This design comes from an exercise in tuning for small area, a short achievable clock period and few clock cycles per item on the open sky130 flow, not from production work. Function was checked by simulation only, so behaviour that the tests miss may differ from the original. Power figures rest on the tool's default switching activity, not on a simulated workload.

$ cat design/flow/design.v
`timescale 1ns/1ps
module fft_top (
  input  logic                       clk,
  input  logic                       reset_i,
  input  logic                       in_valid_i,
  output logic                       in_ready_o,
  input  logic [2*(4 + 4)-1:0] in_sample_i,
  output logic                       out_valid_o,
  input  logic                       out_ready_i,
  output logic [2*(4 + 4)-1:0] out_bin_o,
  output logic                       out_last_o
);
  logic [3:0][15:0] d_q, s_q, hi_q;
  logic [7:0][15:0] bk_q;
  logic [8:0]       u_q;
  logic [9:0]       v_q;
  logic [15:0]      out_q;
  logic             out_v_q, out_last_q;
  logic [2:0] fc_q;       
  logic       ffull_q;    
  logic       pa_cur_q;   
  logic [2:0] pa_q;       
  logic [1:0] shc_q;      
  logic       bk_rdy_q;   
  logic [2:0] ob_q;       
  logic fire;
  logic front_ok;
  always_comb begin
    case (fc_q)
      3'd0:                front_ok = (pa_q >= 3'd1);
      3'd1, 3'd2, 3'd3:    front_ok = (pa_q >= 3'd2);
      3'd4:                front_ok = (pa_q >= 3'd3);
      default:             front_ok = (pa_q >= 3'd4);
    endcase
  end
  assign in_ready_o = !ffull_q && (pa_cur_q || front_ok);
  assign fire       = in_valid_i && in_ready_o;
  logic [15:0] x_sum, x_dif;
  assign x_sum = {d_q[0][15:8] + in_sample_i[15:8], d_q[0][7:0] + in_sample_i[7:0]};
  assign x_dif = {d_q[0][15:8] - in_sample_i[15:8], d_q[0][7:0] - in_sample_i[7:0]};
  always_ff @(posedge clk) begin
    if (fire) begin
      d_q[0] <= d_q[1];
      d_q[1] <= d_q[2];
      d_q[2] <= d_q[3];
      d_q[3] <= fc_q[2] ? x_dif : in_sample_i;
    end
    if (fire && fc_q[2]) begin
      s_q[0] <= s_q[1];
      s_q[1] <= s_q[2];
      s_q[2] <= s_q[3];
      s_q[3] <= x_sum;
    end
  end
  logic start, step1;
  assign start = (pa_q == 3'd5) && !bk_rdy_q &&
                 ((fc_q == 3'd7 && !pa_cur_q) || ffull_q);
  assign step1 = (pa_q == 3'd1) && !pa_cur_q;
  logic        dsel13, w2;
  logic [15:0] opa, opb;
  logic [7:0]  bx, by;
  assign w2     = start || (pa_q == 3'd1);
  assign dsel13 = start ? (shc_q == 2'd0) : (shc_q == 2'd1);
  always_comb begin
    if (w2) begin
      opa = dsel13 ? d_q[1] : d_q[0];
      opb = dsel13 ? d_q[3] : d_q[2];
    end else if (pa_q == 3'd2) begin
      opa = s_q[0];
      opb = s_q[2];
    end else begin
      opa = s_q[1];
      opb = s_q[3];
    end
    bx = w2 ? opb[7:0] : opb[15:8];
    by = w2 ? opb[15:8] : opb[7:0];
  end
  logic [15:0] s1_lo, s1_hi;
  assign s1_lo = {opa[15:8] + bx, w2 ? opa[7:0] - by : opa[7:0] + by};
  assign s1_hi = {opa[15:8] - bx, w2 ? opa[7:0] + by : opa[7:0] - by};
  logic signed [7:0] tw_r, tw_i;
  logic signed [8:0] tw_u;
  logic signed [9:0] tw_v;
  assign tw_r = (pa_q == 3'd2) ? bk_q[5][15:8] : bk_q[7][15:8];
  assign tw_i = (pa_q == 3'd2) ? bk_q[5][7:0]  : bk_q[7][7:0];
  always_comb begin
    if (pa_q == 3'd2) begin
      tw_u = tw_r + tw_i;                  
      tw_v = tw_i - tw_r;                  
    end else begin
      tw_u = tw_i - tw_r;                  
      tw_v = -(10'(tw_r) + 10'(tw_i));     
    end
  end
  logic signed [12:0] m_u, m_v;
  assign m_u = 13'(signed'(u_q)) * 13'sd11;
  assign m_v = 13'(signed'(v_q)) * 13'sd11;
  logic [15:0] tw_out;
  assign tw_out = {m_u[11:4], m_v[11:4]};
  always_ff @(posedge clk) begin
    u_q <= tw_u;
    v_q <= tw_v;
  end
  always_ff @(posedge clk) begin
    if (start) begin
      bk_q[1] <= s1_lo;                            
      bk_q[3] <= s1_hi;                            
    end
    if (step1) begin
      bk_q[5] <= s1_lo;                            
      bk_q[7] <= s1_hi;                            
    end
    if (pa_q == 3'd2) begin
      bk_q[0] <= s1_lo;                            
      bk_q[2] <= s1_hi;                            
    end
    if (pa_q == 3'd3) begin
      bk_q[4] <= s1_lo;                            
      bk_q[6] <= {s1_hi[7:0], s1_hi[15:8]};        
      bk_q[5] <= tw_out;                           
    end
    if (pa_q == 3'd4) begin
      bk_q[7] <= tw_out;                           
    end
  end
  logic        out_acc, ev;
  logic [1:0]  j;
  logic [15:0] pa2, pb2;
  logic [7:0]  qx, qy;
  logic        j2;
  logic [15:0] x_lo, x_hi;
  assign out_acc = !out_v_q || out_ready_i;
  assign ev      = out_acc && (ob_q[2] || bk_rdy_q);
  assign j       = ob_q[1:0];
  assign j2      = (j == 2'd2);
  assign pa2     = bk_q[{1'b0, j}];
  assign pb2     = bk_q[{1'b1, j}];
  assign qx      = pb2[15:8];
  assign qy      = pb2[7:0];
  assign x_lo    = {pa2[15:8] + qx, j2 ? pa2[7:0] - qy : pa2[7:0] + qy};
  assign x_hi    = {pa2[15:8] - qx, j2 ? pa2[7:0] + qy : pa2[7:0] - qy};
  always_ff @(posedge clk) begin
    if (ev) begin
      out_q      <= ob_q[2] ? hi_q[0] : x_lo;
      out_last_q <= (ob_q == 3'd7);
      hi_q[0]    <= hi_q[1];
      hi_q[1]    <= hi_q[2];
      hi_q[2]    <= hi_q[3];
      hi_q[3]    <= x_hi;
    end
  end
  always_ff @(posedge clk) begin
    if (reset_i) begin
      fc_q     <= 3'd0;
      ffull_q  <= 1'b0;
      pa_cur_q <= 1'b0;
      pa_q     <= 3'd5;
      shc_q    <= 2'd0;
      bk_rdy_q <= 1'b0;
      ob_q     <= 3'd0;
      out_v_q  <= 1'b0;
    end else begin
      if (fire) begin
        fc_q <= fc_q + 3'd1;
        if (fc_q == 3'd6)
          shc_q <= 2'd0;
        else if (shc_q != 2'd2)
          shc_q <= shc_q + 2'd1;
      end
      if (start && ffull_q)
        ffull_q <= 1'b0;
      if (fire && fc_q == 3'd7) begin
        if (!pa_cur_q && !start)
          ffull_q <= 1'b1;
        pa_cur_q <= 1'b0;
      end else if (start && !ffull_q) begin
        pa_cur_q <= 1'b1;
      end
      if (start)
        pa_q <= 3'd1;
      else if (step1)
        pa_q <= 3'd2;
      else if (pa_q == 3'd2 || pa_q == 3'd3 || pa_q == 3'd4)
        pa_q <= pa_q + 3'd1;
      if (pa_q == 3'd3)
        bk_rdy_q <= 1'b1;
      else if (ev && ob_q == 3'd3)
        bk_rdy_q <= 1'b0;
      if (ev) begin
        ob_q    <= ob_q + 3'd1;
        out_v_q <= 1'b1;
      end else if (out_acc) begin
        out_v_q <= 1'b0;
      end
    end
  end
  assign out_valid_o = out_v_q;
  assign out_bin_o   = out_q;
  assign out_last_o  = out_last_q;
endmodule
$ cat design/flow/run.sh
#!/bin/bash
# synth_recipe.tcl (not shown) runs the flow's synth.tcl, then flattens the netlist and writes it again
# the make line also repeats each setting of config.mk as NAME=value (left out here)
make -C /OpenROAD-flow-scripts/flow DESIGN_CONFIG=/design/flow/config.mk WORK_HOME=/design/flow/orfs CLKGATE_MAP_FILE= SYNTH_SCRIPT=/design/flow/synth_recipe.tcl finish
$ cat design/flow/config.mk
export PLATFORM = sky130hd
export DESIGN_NAME = fft_top
export DESIGN_NICKNAME = fft_top
export VERILOG_FILES = /design/flow/design.v
export SDC_FILE = /design/flow/constraint.sdc
export NUM_CORES = 4
export LEC_CHECK = 0
export ABC_CLOCK_PERIOD_IN_PS = 2800
export CAP_MARGIN = 20
export CORE_MARGIN = 2
export CORE_UTILIZATION = 40
export SETUP_SLACK_MARGIN = 3.2
export SLEW_MARGIN = 20
$ cat design/flow/constraint.sdc
create_clock -name core_clock -period 6.0 [get_ports {clk}]
set_input_delay 1.2000 -clock core_clock [delete_from_list [all_inputs] [get_ports {clk}]]
set_output_delay 1.2000 -clock core_clock [all_outputs]
set_load 0.01 [all_outputs]
==> results of run 1 <==
## worst max-delay path by stage
| stage | cells after the start | startpoint | end | slack (ns) |
|---|---|---|---|---|
| 5_1_grt | 17 | fc_q[1] | bk_q[95] | 2.02 |
| 2_1_floorplan | 16 | fc_q[0] | bk_q[87] | 2.48 |
| 6_report | 16 | fc_q[1] | bk_q[87] | 2.15 |
| 3_3_place_gp | 16 | pa_q[1] | bk_q[94] | 1.95 |
| 3_5_place_dp | 16 | pa_q[1] | bk_q[117] | 1.88 |
| 4_1_cts | 16 | fc_q[1] | bk_q[117] | 2.23 |
## synthesized netlist by cell type (5+ instances only)
master / count / share of area
ha_1: 169 / 0.10
o21bai_1: 13 / 0.0047
o31ai_1: 7 / 0.0026
a31oi_1: 21 / 0.0064
nand3b_1: 5 / 0.0018
dfxtp_1: 33 / 0.032
mux4_2: 28 / 0.031
clkbuf_1: 19 / 0.0035
a21oi_1: 87 / 0.021
or2_2: 5 / 0.0015
xor2_1: 43 / 0.018
buf_2: 24 / 0.0058
inv_1: 179 / 0.033
nand2_1: 164 / 0.030
xnor2_1: 75 / 0.032
mux2_2: 23 / 0.013
mux2i_1: 46 / 0.022
o21ai_0: 54 / 0.013
edfxtp_1: 331 / 0.48
nor2b_1: 24 / 0.0073
o211ai_1: 7 / 0.0026
or2_1: 16 / 0.0049
a21boi_0: 7 / 0.0026
nand2b_1: 19 / 0.0058
or3_1: 7 / 0.0021
fa_1: 27 / 0.026
nor3_1: 17 / 0.0041
nand3_1: 16 / 0.0039
and3_1: 7 / 0.0021
a21o_1: 23 / 0.0084
a211oi_1: 21 / 0.0077
o21a_1: 11 / 0.0040
nor2_1: 105 / 0.019
o21ai_1: 5 / 0.0012
a211o_1: 9 / 0.0038
buf_1: 7 / 0.0013
## cells in the final DEF (no fill, tap or decap), drive strengths merged, types with 8 or more instances in the layout
cell	count
clkinv	13
a211oi	22
dfxtp	33
a31oi	21
xnor2	75
a21oi	87
buf	174
nand3	16
a211o	9
or2	21
o21a	12
mux2	23
ha	169
a21o	23
nor2b	25
inv	181
clkbuf	49
nor3	17
clkdlybuf4s50	30
nand2	165
nand2b	19
xor2	43
o21bai	13
edfxtp	331
mux2i	46
nor2	107
o21ai	60
mux4	28
fa	27
o211ai	8
a21boi	9
## registers in the layout, indices dropped and copies added, names as in the netlist
register / flops
shc_q: 2
out_v_q: 1
bk_rdy_q: 1
v_q: 10
bk_q: 122
ffull_q: 1
hi_q: 64
d_q: 64
out_q: 16
fc_q: 3
out_last_q: 1
pa_q: 3
u_q: 8
pa_cur_q: 1
s_q: 64
ob_q: 3
## power by group
group	internal, uW	leakage (uW)	switching (uW)
combinational	2720	0.00624	3260
clock	1460	0.000627	1010
sequential	3240	0.00331	187
## metrics by stage
| stage | hold slack [ns] | utilization |
|---|---|---|
| after floorplan | 0.400 | - |
| after global placement | 0.401 | 0.430 |
| after detailed placement | 0.405 | 0.430 |
| after CTS | 0.417 | 0.496 |
| after global routing | 0.425 | 0.521 |
| final | 0.416 | 0.521 |
## timing repair
action	CTS	global route
gates resized for setup	230	175
endpoints found under the setup margin	363	240
pin swaps	82	83
buffers inserted	94	57
cloned	12	1
## cell families (layout without fill, tap and decap cells)
group | Yosys count | after routing | synth area share
AOI/OAI and AO/OA | 319 | 320 | 0.104
xor gates and xnor gates | 118 | 118 | 0.0502
adders and majority gates | 196 | 196 | 0.129
buffers and inverters | 237 | 465 | 0.0463
DFF | 364 | 364 | 0.515
muxes | 97 | 97 | 0.0656
and+or+nand+nor | 403 | 404 | 0.0897
## per-layer routing
layer	vias up	global-route usage
li1	6578	-
met1	6796	0.234
met2	265	0.316
met3	99	0.0251
met4	0	0.0780
met5	-	0
## final cells by class
class                   instances  share of cell area
multi-input cells            1135               0.409
clock inverters                22             0.00927
well taps                     680              0.0320
clock buffers                  46              0.0393
repair buffers                216              0.0846
inverters                     181              0.0267
flip-flops and latches        364               0.399
==> results.cfg, run 1 <==
[status]
status = no timing/DRC/antenna violations

[finish]
final_cells = 2644
register_area_um2 = 10600
final_design_area_no_fill_um2 = 26600
finish.net_count = 2155
areaGrowthSynthToFinish_pct = 29.2
antenna_cells_inserted = 0
drive_gt1_frac = 0.299
multi_input_comb_area_um2 = 10900
fillCellCount = 4274

[global_route]
aggregate_global_routing_overflow = 0
grt_max_degree = 75
grt_pass1_wl_um = 76000
grt_util_all_layers = 0.184
antenna_found_initial = 0
grt_pass1_vias = 13700

[logic_synthesis]
synth.net_count = 1950
async_flop_share = 0
synthDistinctLibCells = 82
synthesis.yosys.warnings = 1
netlist_instances = 1734
synth.avg_cell_area_um2 = 11.9
number_of_register_bits_inferred_by_synthesis = 364
syn-cell-area_um2 = 20600
synth_enable_flop_cells = 331
synth_sequential_area_ratio = 0.515
postSynth.topFlopCell = edfxtp_1

[die]
io_pins = 39
initial_utilization = 0.403
std_cell_rows = 83
dieWidth_um = 231
floorplan.die.height_um = 231
design.core.area_um2 = 51100
dieArea_um2 = 53300

[setup_path]
regToRegSetupSlack_ns = 2.15
rr_worst_depth = 16
worstSetupPathType = reg -> reg
timing.critical_path.slowest_stage_cell = a211o_1
critPathMaxFanout = 5
worstPathCellList = ha_4 > ha_4 > nor2b_4 > o211ai_2 > a21boi_4 > buf_12 > mux2i_1 > nor2_1 > or2_1 > ha_4 > a21o_1 > a211o_1 > a211oi_2 > o22ai_2 > a211o_1 > and3_1
regToRegStartpoint = fc_q[1]
arrival_ns = 4.15
setup.worst_path.end_class = flip-flop
r2r-end = bk_q[87]
critPathBufInv = 1
critPathTopFamily = compound AO/OA/AOI/OAI gates
critPathRequiredTime_ns = 6.30
worst_path_largest_cell_delay_ns = 0.37
critPathLaunchType = flip-flop
critical-path-top-cell-by-count = ha_4

[clocking]
clock_pin_transition_on_the_worst_setup_and_hold_timing_paths_ns = 0.06
cts.path.max_buffers = 3
htree_num_levels = 2
cts_buffers = 41
tritoncts_clock_tree = built
cts.sinks = 364
clk_latency_ns = 0.54
clock-root-buffer = clkbuf_16
hold_buffers = 0

[route]
antenna_violating_nets_post_route = 0
avgRoutedWirePerCell_um = 19.2
drt-total-wl_um = 50700
detailedRoute.firstPassIterationCount = 5
wirelength_met1_um = 21800
post-route-drc-count = 0
routed.top_layer = met4
vias_per_cell = 5.20
num_vias = 13700
met3_wirelength_um = 1700
met2_length_um = 25100
dr.first_iter.drc_count = 1009

[placement]
postPlaceCellArea_um2 = 21900
hpwl_um = 31400
port_buffers = 38
place_congestion = 0.858
dpl.cell_count = 2412
dp_slack_ns = 1.88

[sta]
max_slew_margin = 0.356
timing.setup.tns_ns = 0
timing.final.crit_period_ns = 3.85
final_report_max_slew_violation_count = 0
final-setup-viol-count = 0
clock_skew_ns = 0.0102
final_min_period_over_clock_period = 0.641
maxClockFrequency_ghz = 0.260
worst-slew-pin-transition_ns = 0.964
rsz0062_at_grt = yes
timing.final.ws_setup_ns = 2.15
final-hold-violation-count = 0

[min_path]
hold_end = hi_q[16]
hold_path_startpoint = hi_q[32]
holdCritPathClass = reg -> reg
holdPathStages = 0

[power]
total_leakage_power_uw = 0.0102
total_power_uw = 11900
cellPowerDensity_nw_per_um2 = 447
max-vdd-ir-drop_mv = 0.402

[flow_run]
max-cap-violations = 0
Testbench counts, summed over its fixed seeds: cycles 4,192, frames 512.
==> run 2: changes to the inputs <==
--- a/design/flow/config.mk
+++ b/design/flow/config.mk
@@ -5,7 +5,6 @@
 export SDC_FILE = /design/flow/constraint.sdc
 export NUM_CORES = 4
 export LEC_CHECK = 0
-export ABC_CLOCK_PERIOD_IN_PS = 2800
 export CAP_MARGIN = 20
 export CORE_MARGIN = 2
 export CORE_UTILIZATION = 40
==> run 2 against run 1 <==
Against the previous run:
- non-clock buffer count stayed put
- wire length stayed put
- die area stayed put
- maximum frequency stayed put
- cell area stayed put
- clock power hardly changed
- combinational power hardly changed
- largest cell class unchanged
- sequential power hardly changed
==> results.cfg, run 2 <==
[sta]
final-setup-viol-count = 0
max_slew_margin = 0.356
clock_skew_ns = 0.0102
final_report_max_slew_violation_count = 0
final_min_period_over_clock_period = 0.641
rsz0062_at_grt = yes
timing.setup.tns_ns = 0
worst-slew-pin-transition_ns = 0.964
final-hold-violation-count = 0
timing.final.crit_period_ns = 3.85
whs_ns = 0.416
maxClockFrequency_ghz = 0.260

[clocking]
htree_num_levels = 2
cts.sinks = 364
tritoncts_clock_tree = built
clock-root-buffer = clkbuf_16
clk_latency_ns = 0.54
clock_pin_transition_on_the_worst_setup_and_hold_timing_paths_ns = 0.06
hold_buffers = 0
cts_buffers = 41
cts.path.max_buffers = 3

[route]
antenna_violating_nets_post_route = 0
vias_per_cell = 5.20
drt-total-wl_um = 50700
num_vias = 13700
dr.first_iter.drc_count = 1009
avgRoutedWirePerCell_um = 19.2
post-route-drc-count = 0
detailedRoute.firstPassIterationCount = 5

[finish]
drive_gt1_frac = 0.299
mostFrequentLayoutCell = edfxtp_1
antenna_cells_inserted = 0
areaGrowthSynthToFinish_pct = 29.2
fillCellCount = 4274
register_area_um2 = 10600
max_flop_register = bk_q
mostFrequentLayoutCells = edfxtp_1 (331), inv_1 (153), nand2_1 (141)
max_reg_flops = 122
multi_input_comb_area_um2 = 10900
final_design_area_no_fill_um2 = 26600
finish.net_count = 2155

[logic_synthesis]
synth_most_common_cell = edfxtp_1
synthesis.yosys.warnings = 1
syn-cell-area_um2 = 20600
synthTopCellsByArea = edfxtp_1 (48%), ha_1 (10%), inv_1 (3.3%), dfxtp_1 (3.2%), xnor2_1 (3.2%)
synth.avg_cell_area_um2 = 11.9
netlist_instances = 1734
postSynth.topFlopCell = edfxtp_1
synth.top_cell.area_share = 0.483
synthDistinctLibCells = 82
synth_sequential_area_ratio = 0.515
yosysTopAreaCell = edfxtp_1
ys_top_cells_by_count = edfxtp_1 (331), inv_1 (179), ha_1 (169)
synth.net_count = 1950
synth_enable_flop_cells = 331
number_of_register_bits_inferred_by_synthesis = 364
async_flop_share = 0

[setup_path]
setup.worst_path.end_class = flip-flop
worstPathCellList = ha_4 > ha_4 > nor2b_4 > o211ai_2 > a21boi_4 > buf_12 > mux2i_1 > nor2_1 > or2_1 > ha_4 > a21o_1 > a211o_1 > a211oi_2 > o22ai_2 > a211o_1 > and3_1
regToRegSetupSlack_ns = 2.15
worst_path_largest_cell_delay_ns = 0.37
timing.critical_path.slowest_stage_cell = a211o_1
critical-path-top-cell-by-count = ha_4
regToRegStartpoint = fc_q[1]
rr_worst_depth = 16
critPathRequiredTime_ns = 6.30
critPathLaunchType = flip-flop
critPathBufInv = 1
worstSetupPathType = reg -> reg
critPathTopFamily = compound AO/OA/AOI/OAI gates
arrival_ns = 4.15
critPathMaxFanout = 5
r2r-end = bk_q[87]

[placement]
port_buffers = 38
postPlaceCellArea_um2 = 21900
hpwl_um = 31400
place_congestion = 0.858

[power]
clock_power_share = 0.208
comb_power_share = 0.503
p_seq_frac = 0.289
switching_share = 0.375
internal-power_uw = 7430
total_power_uw = 11900
power_switching_uw = 4450
total_leakage_power_uw = 0.0102
max-vdd-ir-drop_mv = 0.402
cellPowerDensity_nw_per_um2 = 447

[min_path]
holdCritPathClass = reg -> reg
holdPathStages = 0
hold_path_startpoint = hi_q[32]
hold_end = hi_q[16]

[global_route]
grt_max_degree = 75
aggregate_global_routing_overflow = 0
antenna_found_initial = 0
grt_pass1_wl_um = 76000
grt_pass1_vias = 13700
grt_util_all_layers = 0.184

[die]
initial_utilization = 0.403
dieArea_um2 = 53300
std_cell_rows = 83
dieWidth_um = 231
io_pins = 39
design.core.area_um2 = 51100
floorplan.die.height_um = 231

[flow_run]
max-cap-violations = 0

[status]
status = no timing/DRC/antenna violations
-- run 2: routing by layer --
metal	GRT usage	vias to the layer above	routed length, um
li1	-	6578	-
met1	0.234	6796	21800
met2	0.316	265	25100
met3	0.0251	99	1700
met4	0.0780	0	2070
met5	0	-	0
-- run 2: logic make-up (layout without fill, tap and decap cells) --
logic type               count (synthesis)  after routing  synth area share
AO/OA/AOI/OAI                          319            320             0.104
XOR/XNOR                               118            118            0.0502
adder cells (fa/ha/maj)                196            196             0.129
buffers and inverters                  237            465            0.0463
flip-flops                             364            364             0.515
multiplexers                            97             97            0.0656
AND/OR/NAND/NOR                        403            404            0.0897
-- run 2: worst max path at each step --
| stage | cells after the start | end | startpoint |
|---|---|---|---|
| finish | 16 | bk_q[87] | fc_q[1] |
| CTS | 16 | bk_q[117] | fc_q[1] |
| global placement | 16 | bk_q[94] | pa_q[1] |
| floorplan | 16 | bk_q[87] | fc_q[0] |
| global route | 17 | bk_q[95] | fc_q[1] |
| detailed placement | 16 | bk_q[117] | pa_q[1] |
-- run 2: final cells by class --
type,count,area share
multi-input combinational,1135,0.409
sequential,364,0.399
timing repair buffer,216,0.0846
clock buffer,46,0.0393
tap,680,0.0320
inverter,181,0.0267
clock inverter,22,0.00927
-- run 2: worst reg2reg max path, cell delays in order, from the launching register on --
cell and delay, ns:
dfxtp_4 0.35, ha_4 0.17, ha_4 0.15, nor2b_4 0.14
o211ai_2 0.17, a21boi_4 0.34, buf_12 0.17, mux2i_1 0.22
nor2_1 0.07, or2_1 0.26, ha_4 0.23, a21o_1 0.17
a211o_1 0.37, a211oi_2 0.28, o22ai_2 0.12, a211o_1 0.26
and3_1 0.14
-- run 2: stage by stage --
stage	setup slack [ns]	instances	utilization
after detailed placement	1.88	2412	0.430
after floorplan	2.48	1734	-
after CTS	2.23	2586	0.496
final	2.15	2644	0.521
after global placement	1.95	2412	0.430
after global routing	2.02	2644	0.521
-- run 2: what timing repair did --
| action | CTS | global route |
|---|---|---|
| setup buffers | 94 | 57 |
| gates cloned | 12 | 1 |
| gates resized for setup | 230 | 175 |
| setup endpoints to repair | 363 | 240 |
| pin swaps | 82 | 83 |
| endpoints found under the hold margin | 0 | 0 |
-- run 2: power by group through the flow --
stage	Clock, uW	Combinational (uW)	Sequential (uW)
2_1_floorplan	0	3510	3390
3_3_place_gp	0	4550	3470
3_5_place_dp	0	4660	3470
4_1_cts	2520	5440	3420
5_1_grt	2610	6560	3460
6_report	2470	5980	3430
==> run 3: changes to the inputs <==
--- a/design/flow/config.mk
+++ b/design/flow/config.mk
@@ -8,5 +8,4 @@
 export CAP_MARGIN = 20
 export CORE_MARGIN = 2
 export CORE_UTILIZATION = 40
-export SETUP_SLACK_MARGIN = 3.2
 export SLEW_MARGIN = 20
==> run 3 against run 2 <==
Against the previous run:
- global-route usage is 2.1 points lower
- worst hold slack worse by 0.0052 ns
- synthesized cell count stayed put
- critical path type unchanged
- still clean on timing, DRC and antenna
- critical path depth stayed put
- clock power is 7% lower
- first-iteration DRC count is 10% lower
- die area stayed put
- clock skew is 0.0079 ns higher
==> results.cfg, run 3 <==
[status]
status = no timing/DRC/antenna violations

[power]
total_leakage_power_uw = 0.00893
max-vdd-ir-drop_mv = 0.382
cellPowerDensity_nw_per_um2 = 448

[die]
dieArea_um2 = 53300
floorplan.die.height_um = 231
io_pins = 39
initial_utilization = 0.403
design.core.area_um2 = 51100
std_cell_rows = 83
dieWidth_um = 231

[min_path]
holdPathStages = 0
hold_end = hi_q[0]
hold_path_startpoint = hi_q[16]
holdCritPathClass = reg -> reg

[setup_path]
r2r-end = bk_q[117]
critPathMaxFanout = 23
critPathLaunchType = flip-flop
arrival_ns = 5.06
worst_path_largest_cell_delay_ns = 0.74
critPathRequiredTime_ns = 6.28
regToRegSetupSlack_ns = 1.23
rr_worst_depth = 16
timing.critical_path.slowest_stage_cell = a21boi_4
setup.worst_path.end_class = flip-flop
regToRegStartpoint = pa_q[1]
worstPathCellList = inv_1 > ha_1 > and3b_4 > o211ai_2 > a21boi_4 > buf_4 > nor2b_1 > a211oi_1 > a31oi_1 > ha_1 > or2_2 > o221ai_1 > a211oi_1 > a22oi_1 > xor2_1 > mux2_2
worstSetupPathType = reg -> reg

[finish]
finish.net_count = 1992
mostFrequentLayoutCell = edfxtp_1
multi_input_comb_area_um2 = 9060
antenna_cells_inserted = 0
max_flop_register = bk_q
max_reg_flops = 122
drive_gt1_frac = 0.0870
areaGrowthSynthToFinish_pct = 11.4
mostFrequentLayoutCells = edfxtp_1 (331), inv_1 (179), ha_1 (168)
fillCellCount = 4719
register_area_um2 = 10600

[logic_synthesis]
number_of_register_bits_inferred_by_synthesis = 364
synthDistinctLibCells = 82
synthesis.yosys.warnings = 1
ys_top_cells_by_count = edfxtp_1 (331), inv_1 (179), ha_1 (169)
netlist_instances = 1734
synth_enable_flop_cells = 331
yosysTopAreaCell = edfxtp_1
synth.avg_cell_area_um2 = 11.9
syn-cell-area_um2 = 20600
synth.top_cell.area_share = 0.483
synthTopCellsByArea = edfxtp_1 (48%), ha_1 (10%), inv_1 (3.3%), dfxtp_1 (3.2%), xnor2_1 (3.2%)
synth.net_count = 1950
postSynth.topFlopCell = edfxtp_1
async_flop_share = 0
synth_most_common_cell = edfxtp_1
synth_sequential_area_ratio = 0.515

[sta]
timing.setup.tns_ns = 0
rsz0062_at_grt = no
final-hold-violation-count = 0
worst-slew-pin-transition_ns = 0.987
maxClockFrequency_ghz = 0.210
timing.final.ws_setup_ns = 1.23
final_report_max_slew_violation_count = 0
max_slew_margin = 0.342
whs_ns = 0.411
clock_skew_ns = 0.0181
timing.final.crit_period_ns = 4.77
final_min_period_over_clock_period = 0.795
final-setup-viol-count = 0

[route]
drt-total-wl_um = 43000
avgRoutedWirePerCell_um = 17.3
antenna_violating_nets_post_route = 0
routed.top_layer = met4
vias_per_cell = 5.11
detailedRoute.firstPassIterationCount = 5
wirelength_met1_um = 19500
dr.first_iter.drc_count = 908
met3_wirelength_um = 1590
met2_length_um = 20900
num_vias = 12700
post-route-drc-count = 0

[global_route]
grt_pass1_vias = 12700
grt_pass1_wl_um = 68800
antenna_found_initial = 0
aggregate_global_routing_overflow = 0
grt_max_degree = 82
grt_util_all_layers = 0.163

[clocking]
clock-root-buffer = clkbuf_16
cts_resized = 0
post_cts_buffers = 0
clock_pin_transition_on_the_worst_setup_and_hold_timing_paths_ns = 0.06
hold_buffers = 0
cts.sinks = 364
cts_buffers = 40
htree_num_levels = 2
clk_latency_ns = 0.53
tritoncts_clock_tree = built
cts.path.max_buffers = 3

[placement]
port_buffers = 38
hpwl_um = 31500
dp_slack_ns = 1.27
place_congestion = 0.863

[flow_run]
max-cap-violations = 0
==> run 3: cell counts after synthesis <==
Identical to the previous run, type by type.
==> run 3: layout make-up <==
type                            instances  area share
Sequential cell                       364       0.462
Multi-Input combinational cell       1133       0.395
Clock buffer                           48      0.0459
Tap cell                              680      0.0371
Inverter                              181      0.0297
Timing Repair Buffer                   56      0.0230
Clock inverter                         22     0.00693
==> run 3: logic make-up (layout without fill, tap and decap cells) <==
logic type | after synthesis | in the layout | synth area share
and+or+nand+nor | 403 | 403 | 0.0897
DFF | 364 | 364 | 0.515
AOI/OAI and AO/OA | 319 | 319 | 0.104
buffers and inverters | 237 | 307 | 0.0463
adders and majority gates | 196 | 196 | 0.129
xor gates and xnor gates | 118 | 118 | 0.0502
muxes | 97 | 97 | 0.0656
==> run 3: power breakdown <==
part	internal (uW)	leakage [uW]	total, uW	switching, uW
clock network	1330	0.000601	2300	967
logic	1840	0.00502	4560	2720
registers	3240	0.00331	3420	173
==> run 3: how the worst max path moves through the flow <==
stage           startpoint         to  slack, ns  cells past startpoint
6_report           pa_q[1]  bk_q[117]       1.23                     16
5_1_grt            pa_q[1]   bk_q[55]       0.88                     16
4_1_cts            pa_q[1]  bk_q[117]       1.25                     16
3_5_place_dp       pa_q[1]  bk_q[117]       1.27                     16
3_3_place_gp       pa_q[1]   bk_q[85]       1.40                     16
2_1_floorplan  out_ready_i    ob_q[1]       0.02                      3
==> run 3: worst max-delay path, delay by kind of cell, from the launching register on <==
family                     cells  cell delay, ns
buffers and inverters          2            0.44
xor gates and xnor gates       1            0.16
muxes                          1            0.29
AOI/OAI and AO/OA              7            1.87
DFF                            1            0.57
and+or+nand+nor                3            0.61
adders and majority gates      2            0.58
==> run 3: metal layers <==
layer,track usage,up-vias
met2,0.282,250
met3,0.0191,58
met1,0.216,6143
met4,0.0486,0
li1,-,6250
met5,0,-
==> run 3: per-stage QoR <==
step           total power, uW  cell area (um2)   util  cells
4_1_cts                  10400            22900  0.449   2484
6_report                 10300            22900  0.449   2484
3_3_place_gp              7920            21700  0.425   2414
2_1_floorplan             6800            20600      -   1734
3_5_place_dp              8040            21700  0.425   2414
5_1_grt                  11000            22900  0.449   2484

==> what the ideal ports hide <==
The results above use ideal ports. As a check the final layouts listed here were re-extracted and re-timed, cells and wires unchanged.
Step 1 sets driving cells, clkbuf_16 on the clock port and buf_2 on the other inputs (assumed; they add their load-dependent delay and slew).
Step 2 also shifts input and output timing later by t, the mid clock arrival at the registers, as if the neighbouring blocks saw the same clock.
a / b / c = no drivers / after step 1 / after step 2; a / b = the first two.
run	t (ns)	setup WS [ns]	worst setup path after step 2	slew at the worst register clock pin (ns)	cell pins on the clock port's net
run 1	0.594	2.154 / 2.154 / 2.154	register to register	0.06 / 0.06	1
run 2	0.594	2.154 / 2.154 / 2.154	register to register	0.06 / 0.06	1
run 3	0.583	1.228 / 1.228 / 1.228	register to register	0.06 / 0.06	1
After both steps setup and hold are still met in every run listed.
